This design comes from an exercise in tuning for small area on the open sky130 flow, not from production work.
In this exercise RTL edits were held to simulation tests only and were not proved equivalent to the original.
Power and IR drop assume default switching activity.

Setup of build 53:
## btb_predictor
module btb_predictor #(
   parameter int unsigned ENTRIES  = 32,
   parameter int unsigned ADDR_W   = 32,
   parameter logic [1:0]  CNT_INIT = 2'b01
) (
   input  logic              i_clk,
   input  logic              i_rst_n,
   input  logic [ADDR_W-1:0] i_pcF,
   output logic              o_pred_taken,
   output logic [ADDR_W-1:0] o_pred_target,
   input  logic              i_upd_vld,
   input  logic [ADDR_W-1:0] i_upd_pc,
   input  logic              i_upd_is_jmp,
   input  logic              i_upd_taken,
   input  logic [ADDR_W-1:0] i_upd_target,
   input  logic              i_upd_mispred,
   input  logic              i_flush_all,
   output logic [31:0]       o_perf_lookups,
   output logic [31:0]       o_perf_hits,
   output logic [31:0]       o_perf_mispred
);
Size in the first run: about 74,000 sq um of cells after synthesis.
==> flow/config.mk <==
export PLATFORM = sky130hd
export DESIGN_NAME = btb_predictor
export DESIGN_NICKNAME = btb_predictor
export VERILOG_FILES = /design/flow/design.v
export SDC_FILE = /design/flow/constraint.sdc
export NUM_CORES = 4
export LEC_CHECK = 0
export CAP_MARGIN = 20
export CORE_MARGIN = 2
export CORE_UTILIZATION = 50
export CTS_BUF_LIST = sky130_fd_sc_hd__clkbuf_8
export CTS_CLUSTER_DIAMETER = 50
export CTS_CLUSTER_SIZE = 16
export PLACE_DENSITY = 0.8
export SETUP_SLACK_MARGIN = 0.3
export SLEW_MARGIN = 20
export SYNTH_HIERARCHICAL = 1
export SYNTH_MINIMUM_KEEP_SIZE = 0
==> flow/constraint.sdc <==
create_clock -name core_clock -period 8.0 [get_ports {i_clk}]
set_input_delay 1.6000 -clock core_clock [delete_from_list [all_inputs] [get_ports {i_clk}]]
set_output_delay 1.6000 -clock core_clock [all_outputs]
set_load 0.01 [all_outputs]
standard.sh (not shown) runs the stock make flow with config.mk's settings and CLKGATE_MAP_FILE= SYNTH_SCRIPT=/design/flow/synth_recipe.tcl, a recipe that flattens the netlist after the stock synthesis.
==> flow/flow/run.sh <==
#!/bin/bash
# Standard ORFS layout (standard.sh, unchanged synthesis) with these changes:
#  - input/output port buffers use buf_1 instead of the default pick;
#  - clock tree synthesis with clkbuf_8 only, clusters of up to 16 sinks
#    within 50 um, and no dummy loads.
# Make's output goes to flow_make.log in the work folder; ORFS keeps each
# step's log under orfs/logs/.
set -euo pipefail
CTS="-sink_clustering_enable -repair_clock_nets -dont_use_dummy_load"
CTS="$CTS -buf_list {sky130_fd_sc_hd__clkbuf_8}"
CTS="$CTS -sink_clustering_size 16 -sink_clustering_max_diameter 50"
bash standard.sh finish \
  "BUFFER_PORTS_ARGS=-buffer_cell sky130_fd_sc_hd__buf_1" \
  "CTS_ARGS=$CTS" > flow_make.log 2>&1
test -f out/final.def
#### Input delta (build 36 over build 53)
Settings: swapping 0.8 for 0.7 in PLACE_DENSITY.
Notes after the runs:
Build 36 against build 53: final hold slack did not really move, core utilization rose by 0.20 points.
~same switching share of power in build 53 and build 36
Amount of wire on met2 after detailed routing was lower in the run labelled build 53.
The power per cell area on build 53 is in line with that on build 36.
Between build 53 and build 36, the overall fraction of global-route tracks in use is lower for build 53.
Build 36: worst slew margin relative to its limit is 5.8 points higher than what build 53 reported.
Re depth of the worst hold-timing path: no difference whatsoever between build 36 and build 53.
When build 36 is set beside build 53, its met3 routed wirelength turns out to be about 7% smaller.
Compared with build 53, build 36 shows a routed wire length that is about 4% higher.
The lower area share of buffers outside the clock network of build 53 and build 36 is in build 53.
Inputs modified between build 36 and build 55:
Settings: PLACE_DENSITY removed (was 0.7).
Notes after the runs:
- Between build 55 and build 36, the critical path's largest stage delay figures differ only marginally.
- Build 55: no failed stages, no open violations at the end
- Total power deteriorates in build 55 relative to build 36.
- From build 36 to build 55 the numbers moved as follows: first-pass GRT wire length rose by 3.6%, final core utilization +0.58 points, post-place setup slack down 180 ps, combinational power stayed essentially flat.
- Going from build 36 to build 55, layout clock buffer count moved up; cell area moved up; wire length after detailed routing moved up.
For build 50, these inputs were changed with respect to build 55:
Settings: putting PLACE_DENSITY at 0.75 where nothing was set; swapping 20 for 10 in CAP_MARGIN; swapping 20 for 10 in SLEW_MARGIN.
Per the comparison of build 50 with build 55, setup skew after layout picked up an extra 15 ps, met2 layer usage reported by global route lost 5.9 points. Build 50 vs build 55 — met2 layer wire length in the routed design dropped by a little under 10%. STATUS setup slack: build 50 wins against build 55. More vias were needed by build 50 than by build 55. Diff build 55 -> build 50 | switching power | decrease of about 1.6%. The area growth from synthesis to layout number comes out lower for build 50 vs build 55. Final cell count in build 50 vs build 55: down 66. Comparing build 50 and build 55, the lower power is on build 50. On build 50: clock transition at the registers of the reported paths is 20 ps lower than what build 55 gave.
Modified inputs, build 90 compared to build 50
Settings: PLACE_DENSITY: 0.75 -> 0.8; CAP_MARGIN: 10 -> 5; SLEW_MARGIN: 10 -> 5.
==> summary.txt <==
For build 50, the cell with the largest stage delay on the worst path was sky130_fd_sc_hd__or3_1, unlike build 90, where it was sky130_fd_sc_hd__a222oi_1. In the tables for build 50 and build 90, half-perimeter wire length of the detailed placement result reads lower with build 90. Any difference in post-layout instance area between build 50 and build 90 is small enough to ignore. The run showing the smaller largest net degree at the start of global routing is build 90. Taking build 50 as the reference, in build 90 total number of vias higher; die outline height roughly the same. Build 90 does better than build 50 on hold slack. NOTE: wire length on met2 in build 90 falls short of that of build 50. Build 90 vs. build 50: total design power roughly the same; least setup slack across all paths after layout roughly the same; fraction of cell area in non-clock buffers lower.

-- what the ideal ports hide --
How much do the figures lean on ideal ports? The routed layouts below were timed once more, with nothing changed but the port constraints. Step 1 sets driving cells, clkbuf_16 on the clock port and buf_2 on the other inputs (assumed; they add their load-dependent delay and slew). Step 2 also shifts input and output timing later by t, the mid clock arrival at the registers, as if the neighbouring blocks saw the same clock. Slacks: ideal ports / drivers / drivers and shift; pairs: ideal ports / drivers.
| run | shift t [ns] | setup slack, ns | hold slack, ns | latest minus earliest clock arrival (ns) | cell pins on the clock port's net |
|---|---|---|---|---|---|
| build 53 | 1.031 | 0.231 / 0.016 / 0.016 | 0.471 / 0.471 / 0.471 | 0.107 / 0.107 | 1 |
| build 36 | 1.021 | 0.214 / -0.013 / -0.013 | 0.470 / 0.470 / 0.470 | 0.126 / 0.126 | 1 |
| build 55 | 1.006 | 0.164 / -0.006 / -0.006 | 0.466 / 0.466 / 0.466 | 0.079 / 0.078 | 1 |
| build 50 | 0.998 | 0.171 / 0.034 / 0.034 | 0.470 / 0.470 / 0.470 | 0.092 / 0.092 | 1 |
| build 90 | 1.050 | 0.171 / -0.040 / -0.040 | 0.473 / 0.473 / 0.473 | 0.099 / 0.099 | 1 |
Met with ideal ports but missed after step 2: setup timing in build 36, build 55 and build 90. The setup slack of build 36, which loses most, moves by -0.227 ns with the drivers and by -0.227 ns with both steps.
